Source: an optimization exercise on an open RTL-to-GDS flow (aim: small area). Production flows keep margins and buffers that such runs may drop.
Function was checked by simulation only, so behaviour that the tests miss may differ from the original.
Power figures rest on the tool's default switching activity, not on a simulated workload. No driver is modelled on the clock port, so clocking that relies on it looks cheaper here than on a real chip.

==> module data_memory_responder, before the edit <==
module data_memory_responder #(
  parameter int DEPTH       = 32,
  parameter int WAIT_STATES = 2
) (
  input  logic        CLK,
  input  logic        RESET_N,
  input  logic        MemRead_control,
  input  logic        MemWrite_control,
  input  logic [63:0] Address,
  input  logic [63:0] Write_data,
  output logic [63:0] Read_data,
  output logic        Mem_ready,
  output logic        Mem_busy,
  output logic        Mem_error
);
  localparam int NTAP = 12;
  function automatic int tap_pos(input int i);
    tap_pos = 8 * (i / 3) + ((i % 3 == 0) ? 0 : (i % 3 == 1) ? 2 : 5);
  endfunction
  logic [1:0]  state, state_nxt;
  logic [4:0]  rot, rot_nxt;
  logic [2:0]  since_rst;      
  logic [2:0]  since_nxt;
  logic        idle, accept, live_mis, live_ld, take_wdata;
  logic        cap_ld, cap_st, cap_mis, wr_pend, wr_pend_nxt;
  logic        ld_nxt, st_nxt, busy_nxt, hold, hold_nxt;
  logic [4:0]  cap_idx, idx_nxt, pos_nxt;
  logic [63:0] dbuf, dbuf_nxt;
  logic [63:0] ring [32];
  logic [7:0]  wr_fire, wr_fire_nxt, wr_keep;
  logic [NTAP-1:0] tap_reg, tap_reg_nxt, tap_live, tap_sel;
  logic        rd_live, rd_buf_sel, commit_nxt;
  assign live_mis = |Address[2:0];
  assign idle      = (state == 2'd0);
  assign accept    = idle && (MemRead_control ^ MemWrite_control);
  assign live_ld   = accept && MemRead_control && !live_mis;
  assign state_nxt = (!idle || accept) ? state + 2'd1 : state;
  assign rot_nxt   = rot + 5'd1;
  assign idx_nxt   = idle ? Address[7:3] : cap_idx;
  assign since_nxt = {since_rst[1:0], 1'b1};
  always_ff @(posedge CLK or negedge RESET_N) begin
    if (!RESET_N) begin
      state     <= 2'd0;
      rot       <= 5'd0;
      since_rst <= 3'd0;
    end else begin
      state     <= state_nxt;
      rot       <= rot_nxt;
      since_rst <= since_nxt;
    end
  end
  always_ff @(posedge CLK) begin
    if (idle) begin
      cap_idx <= Address[7:3];
      cap_ld  <= MemRead_control && !live_mis;
      cap_st  <= MemWrite_control && !live_mis;
      cap_mis <= live_mis;
    end
  end
  assign pos_nxt = idx_nxt + rot_nxt;
  always_comb begin
    wr_pend_nxt = accept ? (MemWrite_control && !live_mis) : (wr_pend && !(|wr_fire));
    for (int p = 0; p < 8; p++)
      wr_fire_nxt[p] = wr_pend_nxt && (pos_nxt == 5'(4*p + 31));
  end
  always_ff @(posedge CLK or negedge RESET_N) begin
    if (!RESET_N) begin
      wr_pend <= 1'b0;
      wr_fire <= '0;
      wr_keep <= '0;
    end else begin
      wr_pend <= wr_pend_nxt;
      wr_fire <= wr_fire_nxt;
      wr_keep <= ~wr_fire_nxt & {8{since_rst[2]}};
    end
  end
  always_ff @(posedge CLK) begin
    for (int q = 0; q < 32; q++) begin
      if (q % 4 == 0)
        ring[q] <= ({64{wr_fire[q/4]}} & dbuf) | ({64{wr_keep[q/4]}} & ring[(q+31)%32]);
      else
        ring[q] <= ring[q-1];
    end
  end
  assign ld_nxt   = (state_nxt != 2'd0) && (idle ? (MemRead_control && !live_mis) : cap_ld);
  assign st_nxt   = (state_nxt != 2'd0) && (idle ? (MemWrite_control && !live_mis) : cap_st);
  assign busy_nxt = (state_nxt != 2'd0);
  always_comb begin
    for (int i = 0; i < NTAP; i++) begin
      if (tap_pos(i) % 8 == 2)
        tap_live[i] = live_ld && (Address[5:3] == tgt2[2:0])
                      && (2'(Address[7:6] - tgt2[4:3]) == 2'(tap_pos(i) / 8)) && since_rst[tap_pos(i) % 4];
      else if (tap_pos(i) % 8 == 5)
        tap_live[i] = live_ld && (Address[5:3] == tgt5[2:0])
                      && (2'(Address[7:6] - tgt5[4:3]) == 2'(tap_pos(i) / 8)) && since_rst[tap_pos(i) % 4];
      else
        tap_live[i] = 1'b0;
      tap_reg_nxt[i] = ld_nxt && (state_nxt != 2'd3) && (pos_nxt == 5'(tap_pos(i)))
                       && since_nxt[tap_pos(i) % 4];
    end
    hold_nxt = busy_nxt && (st_nxt || (ld_nxt && !(|tap_reg_nxt)));
  end
  assign tap_sel    = tap_reg | tap_live;
  logic [4:0] tgt2, tgt5;
  always_ff @(posedge CLK or negedge RESET_N) begin
    if (!RESET_N) begin
      tgt2 <= 5'd2;
      tgt5 <= 5'd5;
    end else begin
      tgt2 <= 5'd2 - rot_nxt;
      tgt5 <= 5'd5 - rot_nxt;
    end
  end
  assign take_wdata = idle && !MemRead_control;
  always_comb begin
    dbuf_nxt = ({64{take_wdata}} & Write_data) | ({64{hold}} & dbuf);
    for (int i = 0; i < NTAP; i++)
      dbuf_nxt = dbuf_nxt | ({64{tap_sel[i]}} & ring[tap_pos(i)]);
  end
  always_ff @(posedge CLK or negedge RESET_N) begin
    if (!RESET_N) begin
      tap_reg <= '0;
      hold    <= 1'b0;
    end else begin
      tap_reg <= tap_reg_nxt;
      hold    <= hold_nxt;
    end
  end
  always_ff @(posedge CLK) dbuf <= dbuf_nxt;
  assign commit_nxt = (state_nxt == 2'd2) && cap_ld;
  always_ff @(posedge CLK or negedge RESET_N) begin
    if (!RESET_N) begin
      rd_live    <= 1'b0;
      rd_buf_sel <= 1'b0;
    end else begin
      rd_live    <= commit_nxt &&  (|tap_reg_nxt);
      rd_buf_sel <= commit_nxt && !(|tap_reg_nxt);
    end
  end
  always_ff @(posedge CLK or negedge RESET_N) begin
    if (!RESET_N) Read_data <= '0;
    else if (rd_live) Read_data <= dbuf_nxt;
    else if (rd_buf_sel) Read_data <= dbuf;
  end
  assign Mem_busy  = !idle;
  assign Mem_ready = (state == 2'd3);
  assign Mem_error = Mem_ready && cap_mis;
endmodule
==> flow/config.mk <==
export PLATFORM = sky130hd
export DESIGN_NAME = data_memory_responder
export DESIGN_NICKNAME = data_memory_responder
export VERILOG_FILES = /design/flow/design.v
export SDC_FILE = /design/flow/constraint.sdc
export NUM_CORES = 4
export LEC_CHECK = 0
export CAP_MARGIN = 20
export CORE_MARGIN = 2
export CORE_UTILIZATION = 72
export PLACE_DENSITY = 0.8
export SLEW_MARGIN = 20
==> flow/constraint.sdc <==
create_clock -name core_clock -period 5.0 [get_ports {CLK}]
set_input_delay 1.0000 -clock core_clock [delete_from_list [all_inputs] [get_ports {CLK}]]
set_output_delay 1.0000 -clock core_clock [all_outputs]
set_load 0.01 [all_outputs]
standard.sh (not shown) runs the stock make flow with config.mk's settings and CLKGATE_MAP_FILE= SYNTH_SCRIPT=/design/flow/synth_recipe.tcl, a recipe that flattens the netlist after the stock synthesis.
==> flow/flow/run.sh <==
#!/bin/bash
# Standard synthesis with an area-oriented ABC script, then the standard layout with plain
# buf_1 port buffers and a clock tree of our own settings.
set -euo pipefail
export FLOW_WORK="$PWD"
export MY_ABC_SCRIPT="$PWD/flow/abc_area.script"
SYN="SYNTH_SCRIPT=$PWD/flow/synth.tcl"
bash standard.sh synth "$SYN" > synth.log 2>&1
bash standard.sh finish "$SYN" \
  BUFFER_PORTS_ARGS="-buffer_cell sky130_fd_sc_hd__buf_1" \
  CTS_ARGS="-sink_clustering_enable -repair_clock_nets -dont_use_dummy_load -buf_list sky130_fd_sc_hd__clkbuf_16 -sink_clustering_size 30 -sink_clustering_max_diameter 80" \
  > layout.log 2>&1
==> flow/flow/abc_area.script <==
&get -n
&st
&dch
&nf -a -R 1000
&put
==> flow/flow/synth.tcl <==
# The standard synthesis (synth_recipe.tcl, in the work folder), with one change: the
# combinational logic is mapped by ABC with an area-oriented script (abc_area.script here)
# in place of ORFS's speed script. Registers are mapped before ABC and are unchanged.
proc abc {args} {
  set i [lsearch -exact $args -script]
  if {$i >= 0} {
    set args [lreplace $args [expr {$i + 1}] [expr {$i + 1}] $::env(MY_ABC_SCRIPT)]
  }
  puts "abc script: [lindex $args [expr {$i + 1}]]"
  yosys abc {*}$args
}
source $::env(FLOW_WORK)/synth_recipe.tcl
==> next run, changes <==
--- a/flow/design.v
+++ b/flow/design.v
@@ -30,5 +30,5 @@
   logic [7:0]  wr_fire, wr_fire_nxt, wr_keep;
   logic [NTAP-1:0] tap_reg, tap_reg_nxt, tap_live, tap_sel;
-  logic        rd_live, rd_buf_sel, commit_nxt;
+  logic        rd_commit, rd_hold, commit_nxt;
   assign live_mis = |Address[2:0];
   assign idle      = (state == 2'd0);
@@ -131,15 +131,14 @@
   always_ff @(posedge CLK or negedge RESET_N) begin
     if (!RESET_N) begin
-      rd_live    <= 1'b0;
-      rd_buf_sel <= 1'b0;
+      rd_commit <= 1'b0;
+      rd_hold   <= 1'b1;
     end else begin
-      rd_live    <= commit_nxt &&  (|tap_reg_nxt);
-      rd_buf_sel <= commit_nxt && !(|tap_reg_nxt);
+      rd_commit <= commit_nxt;
+      rd_hold   <= !commit_nxt;
     end
   end
   always_ff @(posedge CLK or negedge RESET_N) begin
     if (!RESET_N) Read_data <= '0;
-    else if (rd_live) Read_data <= dbuf_nxt;
-    else if (rd_buf_sel) Read_data <= dbuf;
+    else Read_data <= ({64{rd_commit}} & dbuf_nxt) | ({64{rd_hold}} & Read_data);
   end
   assign Mem_busy  = !idle;
After rerunning:
- sequential share of layout area goes up by 0.50 points
- design area drops by 0.64%
- setup slack improved by 0.59 ns
- synthesized cell count decreases by 2.5%
- non-clock buffer count came out lower by 9
- routed wire length is lower by 4.5%
- power fell by 3.4%
- final cell count decreases by about 2%
- die area fell by about 0.55%
- clock power barely changes
- count of clock-buffer cells in the layout does not change

## port drivers added, routing unchanged
How much do the figures lean on ideal ports? The routed layouts below were timed once more, with nothing changed but the port constraints. Step 1 (the two cells are an assumption about what drives the block):
set clk [get_ports {CLK}]
set_driving_cell -lib_cell sky130_fd_sc_hd__clkbuf_16 $clk
set_driving_cell -lib_cell sky130_fd_sc_hd__buf_2 [delete_from_list [all_inputs] $clk]
Step 2 moves the port delays by t, midway between the first and last clock arrival at a register: inputs arrive t later, outputs are due t later. That takes back most of the time a late clock gives input paths. Three values: ideal ports, drivers, drivers and shift; two values: the first two.
run	t, ns	setup WS [ns]	worst setup path after step 2	worst slew at a driven data input, ns
the first run	0.728	0.680 / 0.680 / 0.626	input to register	0.12
the second run	0.724	1.268 / 1.268 / 0.775	input to register	0.13
After both steps every run listed still meets setup and hold. For the second run, which loses most, drivers alone change the setup slack by 0.000 ns; drivers and shift together by -0.493 ns.
